This is an optimization exercise on Yosys and OpenROAD, whose aim is small area, not a production implementation.
Where RTL was checked, it was by simulation tests only, not by an equivalence proof against the original.
Power figures rest on the tool's default switching activity, not on a simulated workload.

==> inputs of trial 82 <==
// snow_overlay_top
module snow_overlay_top (
    input  logic        clk_i,
    input  logic        rst_i,
    input  logic        cen_i,      
    input  logic [1:0]  blank_i,    
    input  logic [2:0]  sync_i,     
    output logic [23:0] rgb_o,      
    output logic [2:0]  sync_o      
);
clock: 12.5 ns
lec_check: 0
abc_area: 1
cap_margin: 20
core_margin: 2
core_utilization: 40
cts_buf_list: sky130_fd_sc_hd__clkbuf_2
cts_cluster_size: 20
slew_margin: 20
run.sh (not shown) runs the stock make flow with config.mk's settings and CLKGATE_MAP_FILE= SYNTH_SCRIPT=/design/flow/synth_recipe.tcl, a recipe that flattens the netlist after the stock synthesis.
==> trial 58 (differences from trial 82) <==
--- a/flow/design.v
+++ b/flow/design.v
@@ -14,42 +14,44 @@
     logic [10:0] x_q;
     logic [10:0] y_q;
     logic        h_fall;      
     logic        h_rise;      
     logic        v_fall;      
     assign h_fall = hblank_q & ~blank_i[0];
     assign h_rise = ~hblank_q & blank_i[0];
     assign v_fall = vblank_q & ~blank_i[1];
-    function automatic logic [10:0] inc(input logic [10:0] a, input logic ci);
+    function automatic logic [10:0] inc(input logic [10:0] a);
         logic c;
-        c = ci;
+        c = 1'b1;
         for (int i = 0; i < 11; i++) begin
             inc[i] = a[i] ^ c;
             c      = a[i] & c;
         end
     endfunction
-    logic x_inc;
-    logic x_clr;
-    logic y_inc;
-    logic y_clr;
-    assign x_inc = cen_i && !blank_i[0];
-    assign x_clr = rst_i || (cen_i && h_fall);
-    assign y_inc = cen_i && h_rise;
-    assign y_clr = rst_i || (cen_i && v_fall);    
     always_ff @(posedge clk_i) begin
         if (rst_i) begin
             hblank_q <= 1'b0;
             vblank_q <= 1'b0;
+            x_q      <= '0;
+            y_q      <= '0;
         end else if (cen_i) begin
             hblank_q <= blank_i[0];
             vblank_q <= blank_i[1];
+            if (h_fall) begin
+                x_q <= '0;                   
+            end else if (!blank_i[0]) begin
+                x_q <= inc(x_q);
+            end
+            if (v_fall) begin
+                y_q <= '0;
+            end else if (h_rise) begin
+                y_q <= inc(y_q);
+            end
         end
-        x_q <= x_clr ? 11'd0 : inc(x_q, x_inc);
-        y_q <= y_clr ? 11'd0 : inc(y_q, y_inc);
     end
     assign pos_x_o       = x_q;
     assign pos_y_o       = y_q;
     assign frame_start_o = v_fall;   
 endmodule
 `default_nettype wire
 `timescale 1ns/1ps
 `default_nettype none
@@ -61,16 +63,18 @@
     input  logic [10:0] pos_x_i,
     input  logic [10:0] pos_y_i,
     output logic        hit_o,
     output logic [23:0] rgb_o
 );
     localparam int NS = 8;                    
     logic [NS-1:0][10:0] fx;                  
     logic [NS-1:0][10:0] fy;
+    logic [NS-1:0][10:0] fx_nx;               
+    logic [NS-1:0][10:0] fy_nx;
     logic [12-1:0] hit;              
     function automatic logic [12:0] rsub(input logic [11:0] a, input logic [11:0] b);
         logic       c;
         logic [11:0] d;
         c = 1'b1;
         for (int i = 0; i < 12; i++) begin
             d[i] = a[i] ^ ~b[i] ^ c;
             c    = (a[i] & ~b[i]) | (c & (a[i] ^ ~b[i]));
@@ -109,71 +113,43 @@
         logic [11:0] lo;
         logic [11:0] hi;
         logic [12:0] t;
         lo  = 12'(c - 8) ^ 12'h800;             
         hi  = 12'(c + 7) ^ 12'h800;
         t   = rsub({8'd0, d[3:0]}, 12'(c & 15));
         win = {ge(d ^ 12'h800, lo) && ge(hi, d ^ 12'h800), t[3:0]};
     endfunction
-    logic adv;                                  
-    assign adv = cen_i && frame_start_i;
-    for (genvar j = 0; j < NS; j++) begin : g_flake
-        localparam int S  = j + 1;              
-        localparam int X0 = (j * 160) % 1920;
-        localparam int Y0 = (j * 90) % 1080;
-        logic        wrap;                      
-        logic        xw;                        
-        logic [11:0] y_add;
-        logic [11:0] x_add;
-        logic [12:0] y_sum;
-        logic [12:0] x_sum;
-        logic [10:0] y_nx;
-        assign wrap  = adv && ge({1'b0, fy[j]}, 12'(1080 - S));
-        assign xw    = ge({1'b0, fx[j]}, 12'(1920 - 137));
-        assign y_add = adv ? 12'(S) : 12'd0;
-        assign x_add = wrap ? (xw ? 12'(137 + 2048 - 1920) :
-                                    12'(137)) : 12'd0;
-        assign y_sum = radd({1'b0, fy[j]}, y_add);
-        assign x_sum = radd({1'b0, fx[j]}, x_add);
-        assign y_nx  = wrap ? 11'd0 : y_sum[10:0];
-        if (j == 7) begin : g_y8
-            logic [10:3] yh;
-            logic        odd;
-            always_ff @(posedge clk_i) begin
-                if (rst_i) begin
-                    yh  <= 8'(Y0 >> 3);
-                    odd <= 1'b1;
-                end else begin
-                    yh  <= y_nx[10:3];
-                    odd <= y_nx[1];
-                end
-            end
-            assign fy[j] = {yh, odd, odd, 1'b0};
-        end else if (S % 2 == 0) begin : g_yeven
-            logic [10:1] yh;
-            always_ff @(posedge clk_i) begin
-                if (rst_i) yh <= 10'(Y0 >> 1);
-                else       yh <= y_nx[10:1];
-            end
-            assign fy[j] = {yh, 1'b0};
-        end else begin : g_y
-            logic [10:0] yh;
-            always_ff @(posedge clk_i) begin
-                if (rst_i) yh <= 11'(Y0);
-                else       yh <= y_nx;
+    always_comb begin
+        logic [11:0] y_sum;
+        logic [11:0] x_sum;
+        logic [12:0] x_wrap;
+        for (int j = 0; j < NS; j++) begin
+            y_sum    = 12'(radd({1'b0, fy[j]}, 12'(j + 1)));
+            x_sum    = 12'(radd({1'b0, fx[j]}, 12'(137)));
+            x_wrap   = rsub(x_sum, 12'(1920));
+            fx_nx[j] = fx[j];
+            if (ge(y_sum, 12'(1080))) begin
+                fy_nx[j] = '0;
+                fx_nx[j] = x_wrap[12] ? x_wrap[10:0] : x_sum[10:0];
+            end else begin
+                fy_nx[j] = 11'(y_sum);
             end
-            assign fy[j] = yh;
         end
-        logic [10:0] xq;
-        always_ff @(posedge clk_i) begin
-            if (rst_i) xq <= 11'(X0);
-            else       xq <= x_sum[10:0];
+    end
+    always_ff @(posedge clk_i) begin
+        if (rst_i) begin
+            for (int j = 0; j < NS; j++) begin   
+                fx[j] <= 11'((j * 160) % 1920);
+                fy[j] <= 11'((j * 90) % 1080);
+            end
+        end else if (cen_i && frame_start_i) begin
+            fx <= fx_nx;                         
+            fy <= fy_nx;
         end
-        assign fx[j] = xq;
     end
     for (genvar j = 0; j < NS; j++) begin : g_draw
         logic [11:0] ddx;                       
         logic [11:0] ddy;                       
         logic [4:0]  wx;
         logic [4:0]  wy;
         assign ddx    = 12'(rsub({1'b0, pos_x_i}, {1'b0, fx[j]}));
         assign ddy    = 12'(rsub({1'b0, pos_y_i}, {1'b0, fy[j]}));
CTS_BUF_LIST = default   (was sky130_fd_sc_hd__clkbuf_2)
CTS_CLUSTER_SIZE = default   (was 20)
==> build 67 (differences from trial 82) <==
CTS_BUF_LIST = sky130_fd_sc_hd__clkbuf_4   (was sky130_fd_sc_hd__clkbuf_2)
CTS_CLUSTER_SIZE = default   (was 20)
==> results.tsv <==
stage	metric	value	unit
routing	via count	18488	
power_and_ir_drop	Internal Pwr Total	1.34	mW
routing	number of iterations in the first detailed-routing pass	7	
clocking	clock network latency to the later pin of the worst-skew pair	0.56	ns
power_and_ir_drop	switching component of the power	606	uW
layout	count of nets after finishing	3262	
run_status	run status	finished clean	
grt	antenna violations before repair	0	
(the above is from trial 58)
==> results.tsv <==
stage	metric	value	unit
layout	count of nets after finishing	3096	
clocking	clock network latency to the later pin of the worst-skew pair	1.02	ns
power_and_ir_drop	switching component of the power	427	uW
run_status	run status	finished clean	
grt	antenna violations before repair	1	
routing	number of iterations in the first detailed-routing pass	6	
(the above is from trial 82)
==> results.tsv <==
stage	metric	value	unit
clocking	clock network latency to the later pin of the worst-skew pair	0.81	ns
layout	count of nets after finishing	3097	
routing	number of iterations in the first detailed-routing pass	5	
power_and_ir_drop	Internal Pwr Total	1.07	mW
power_and_ir_drop	switching component of the power	427	uW
run_status	run status	finished clean	
(the above is from build 67)
Only the layout flow was run in trial 82 and build 67; the RTL was not checked for function there.

==> re-timing with driven ports <==
The flow's constraints put no driver on any port. The routed layouts listed below were extracted and timed again, unchanged, in two steps. Step 1 sets driving cells, clkbuf_16 on the clock port and buf_2 on the other inputs (assumed; they add their load-dependent delay and slew). Step 2 also shifts input and output timing later by t, the mid clock arrival at the registers, as if the neighbouring blocks saw the same clock. Slacks: ideal ports / drivers / drivers and shift; pairs: ideal ports / drivers.
run	t, ns	setup WS [ns]	cell pins on the clock port's net
trial 82	1.026	5.389 / 5.389 / 4.865	1
trial 58	0.611	5.130 / 5.130 / 5.130	1
build 67	0.827	5.411 / 5.411 / 4.845	1
After both steps setup and hold are still met in every run listed. For build 67, which loses most, drivers alone change the setup slack by 0.000 ns; drivers and shift together by -0.566 ns.
